Background: an optimization exercise with open tools, aiming at small area, a short achievable clock period and few clock cycles per item. Do not read the settings as production practice. The RTL was checked by simulation tests, not by an equivalence proof against the original design. No activity file was given, so power comes from the tool's default toggle rates.

Setup of build 80:
## rational_arithmetic_unit
module rational_arithmetic_unit (
  input  wire logic               clk,
  input  wire logic               rst_n,
  input  wire logic               in_valid,
  output logic                    in_ready,
  input  wire logic [2:0]         in_op,
  input  wire logic signed [31:0] in_a_num,
  input  wire logic [30:0]        in_a_den,
  input  wire logic signed [31:0] in_b_num,
  input  wire logic [30:0]        in_b_den,
  output logic                    out_valid,
  input  wire logic               out_ready,
  output logic signed [31:0]      out_res_num,
  output logic [30:0]             out_res_den,
  output logic                    out_less,
  output logic                    out_equal,
  output logic                    out_greater,
  output logic [1:0]              out_status
);
  localparam logic [2:0] PH_L  = 3'd0;   
  localparam logic [2:0] PH_R  = 3'd1;   
  localparam logic [2:0] PH_RR = 3'd2;   
  localparam logic [2:0] PH_F  = 3'd3;   
  localparam logic [2:0] PH_T  = 3'd4;   
  localparam logic [2:0] PH_S  = 3'd5;   
  localparam logic [2:0] PH_A  = 3'd6;   
  localparam logic [1:0] RS_NONE = 2'd0;
  localparam logic [1:0] RS_L    = 2'd1;
  localparam logic [1:0] RS_T    = 2'd2;
  localparam logic [1:0] RS_S    = 2'd3;
  logic        busy_r;          
  logic [2:0]  ph_r;
  logic [1:0]  cnt_r;           
  logic        first_r;         
  logic [1:0]  rs_r;
  logic [2:0]  op_r;
  ...
Size in the first run: ~9800 cells after synthesis, roughly 740 flip-flops, about 200 I/O pins, ~79000 sq um of cells after synthesis.
clock: 11.0 ns
lec_check: 0
cap_margin: 20
core_margin: 2
core_utilization: 35
setup_slack_margin: 5
slew_margin: 20
tns_end_percent: 20
run.sh (not shown) runs the stock make flow with config.mk's settings and CLKGATE_MAP_FILE= SYNTH_SCRIPT=/design/flow/synth_recipe.tcl, a recipe that flattens the netlist after the stock synthesis.
Per the final summary, build 80 finished and its layout is clean on timing, DRC and antenna.
Testbench counts of build 80, summed over its fixed seeds: cycles 45,001, items 2,400.
Here is what was changed in the inputs of build 65 compared with build 80.
==> flow/flow/run.sh (new file) <==
#!/bin/bash
set -euo pipefail
sed -e 's/SETUP_SLACK_MARGIN=[0-9.]*/SETUP_SLACK_MARGIN=6.5/' standard.sh > standard_margin.sh
grep -q 'SETUP_SLACK_MARGIN=6.5' standard_margin.sh
bash standard_margin.sh > flow_make.log 2>&1
==> flow/standard.sh (new file) <==
#!/bin/bash
# synth_recipe.tcl (not shown) runs the flow's synth.tcl, then flattens the netlist and writes it again
# the make line also repeats each setting of config.mk as NAME=value (left out here)
make -C /OpenROAD-flow-scripts/flow DESIGN_CONFIG=/design/flow/config.mk WORK_HOME=/design/flow/orfs CLKGATE_MAP_FILE= SYNTH_SCRIPT=/design/flow/synth_recipe.tcl "${@:-finish}"
removed: flow/run.sh
Notes after the runs:
Wire length of the first global-routing pass of build 65 exceeds that of build 80 slightly. Compared with build 80, build 65 shows a depth of the worst register-to-register path that is 9 lower. Taking build 65 over build 80, the combinational power ratio works out to 1.09. The worst-path cell with the longest stage delay comes out nor3_1 in one run and nor2_1 in the other, namely in build 65 and build 80 respectively. Changes observed in build 65 relative to build 80: via count climbed 1647; register-to-register slack picked up an extra 1.41 ns; max-capacitance violation count did not really move. Relative to build 80, the TritonCTS buffer count of build 65 is higher by 2. On clock insertion delay at the later pin of the skew report, build 80 and build 65 are neck and neck.
Edits applied to the flow inputs when going from build 65 to build 89:
==> flow/flow/run.sh <==
#!/bin/bash
set -euo pipefail
sed -e 's/SETUP_SLACK_MARGIN=[0-9.]*/SETUP_SLACK_MARGIN=6.0/' standard.sh > standard_margin.sh
grep -q 'SETUP_SLACK_MARGIN=6.0' standard_margin.sh
bash standard_margin.sh > flow_make.log 2>&1
--- a/flow/config.mk
+++ b/flow/config.mk
@@ -11,3 +11,2 @@
 export SETUP_SLACK_MARGIN = 5
 export SLEW_MARGIN = 20
-export TNS_END_PERCENT = 20
[summary]
- Build 89 reached the final stage; the timing, design-rule and antenna checks on its layout passed.
- Of the two values seen for critical path startpoint, u_red.x_r[10] was produced by build 89 and st_t_r[59] by build 65.
- Number of fill cells in the layout went up slightly going from build 65 to build 89.
- Compared with build 65, the detailed router inserted fewer vias in build 89.
- The estimated power of build 89 ends up lower than the estimate for build 65.
- Build 89 falls short of build 65 in post-layout minimum cycle time.
- Number of optimization iterations in the first detailed-route pass (higher): build 65
- Build 89 ends up with lower hold slack than build 65 does.
- Build 65 ended up with more cell instances than build 89 did.
The inputs of build 74 differ from those of build 89 as listed below.
==> flow/flow/run.sh <==
#!/bin/bash
set -euo pipefail
sed -e 's/SETUP_SLACK_MARGIN=[0-9.]*/SETUP_SLACK_MARGIN=6.5/' standard.sh > standard_margin.sh
grep -q 'SETUP_SLACK_MARGIN=6.5' standard_margin.sh
bash standard_margin.sh > flow_make.log 2>&1
--- a/flow/config.mk
+++ b/flow/config.mk
@@ -8,5 +8,6 @@
 export CAP_MARGIN = 20
 export CORE_MARGIN = 2
-export CORE_UTILIZATION = 35
+export CORE_UTILIZATION = 42
 export SETUP_SLACK_MARGIN = 5
 export SLEW_MARGIN = 20
+export TNS_END_PERCENT = 20
[summary]
Compared to build 89, build 74 has sequential fraction of total cell area 0.80 points lower.
When the final numbers for build 89 and build 74 were put side by side, the shortest clock period the worst path allows after layout turned out to be greater in build 89.
Setup slack: build 74 vs build 89 up 0.31 ns
The share of cell area taken by multi-input logic gates of build 89 and that of build 74 are within noise of each other.

---

Another version of the RTL of rational_arithmetic_unit (not shown whole).
Size: about 200 I/O pins.
==> flow/config.mk <==
export PLATFORM = sky130hd
export DESIGN_NAME = rational_arithmetic_unit
export DESIGN_NICKNAME = rational_arithmetic_unit
export VERILOG_FILES = /design/flow/design.v
export SDC_FILE = /design/flow/constraint.sdc
export NUM_CORES = 4
export LEC_CHECK = 0
export CAP_MARGIN = 20
export CORE_MARGIN = 2
export CORE_UTILIZATION = 35
export SETUP_SLACK_MARGIN = 5
export SLEW_MARGIN = 20
export TNS_END_PERCENT = 20
==> flow/constraint.sdc <==
create_clock -name core_clock -period 11.0 [get_ports {clk}]
set_input_delay 2.2000 -clock core_clock [delete_from_list [all_inputs] [get_ports {clk}]]
set_output_delay 2.2000 -clock core_clock [all_outputs]
set_load 0.01 [all_outputs]
standard.sh (not shown) runs the stock make flow with config.mk's settings and CLKGATE_MAP_FILE= SYNTH_SCRIPT=/design/flow/synth_recipe.tcl, a recipe that flattens the netlist after the stock synthesis.
==> flow/flow/run.sh <==
#!/bin/bash
set -euo pipefail
sed -e 's/SETUP_SLACK_MARGIN=[0-9.]*/SETUP_SLACK_MARGIN=6.5/' standard.sh > standard_margin.sh
grep -q 'SETUP_SLACK_MARGIN=6.5' standard_margin.sh
bash standard_margin.sh > flow_make.log 2>&1
Testbench counts at the start, summed over its fixed seeds: cycles 45,001, items 2,400.
Change:
==> flow/flow/run.sh (replaced) <==
#!/bin/bash
set -euo pipefail
sed -e 's/SETUP_SLACK_MARGIN=[0-9.]*/SETUP_SLACK_MARGIN=6.0/' standard.sh > standard_margin.sh
grep -q 'SETUP_SLACK_MARGIN=6.0' standard_margin.sh
bash standard_margin.sh > flow_make.log 2>&1
--- a/flow/config.mk
+++ b/flow/config.mk
@@ -11,3 +11,2 @@
 export SETUP_SLACK_MARGIN = 5
 export SLEW_MARGIN = 20
-export TNS_END_PERCENT = 20
After rerunning: Core utilization is lower by 0.96 points; area after synthesis is unchanged; design area is lower by 2.4%; count of clock-buffer cells in the layout is lower by 4; sequential share of layout area is higher by 0.55 points.

## afterwards: timing with drivers on the ports
The flow's constraints put no driver on any port. The routed layouts listed below were extracted and timed again, unchanged, in two steps. Step 1: set_driving_cell puts a clkbuf_16 on clk and a buf_2 on each other input, an assumption about the parent block. Step 2, shift: input delay + t, output delay - t, t = (earliest + latest rising clock arrival at the registers) / 2. This alone moves slack from input paths to output paths. a / b / c = ideal ports / drivers / drivers and shift; a / b = the first two.
run | t (ns) | setup slack, ns | worst setup path at the end | worst data-port slew with drivers (ns) | pins driven straight from the clock port
build 80 | 0.869 | 4.918 / 4.906 / 4.918 | register to register | 0.07 | 1
build 65 | 0.861 | 6.333 / 6.319 / 5.981 | input to register | 0.08 | 1
build 89 | 0.869 | 5.975 / 5.974 / 5.975 | register to register | 0.08 | 1
build 74 | 0.863 | 6.282 / 6.282 / 5.750 | input to register | 0.09 | 1
the first run of note 2 | 0.845 | 6.273 / 6.211 / 5.940 | input to register | 0.07 | 1
the second run of note 2 | 0.837 | 5.909 / 5.909 / 5.768 | input to register | 0.08 | 1
After both steps every run listed still meets setup and hold. For build 74, which loses most, drivers alone change the setup slack by 0.000 ns; drivers and shift together by -0.532 ns.
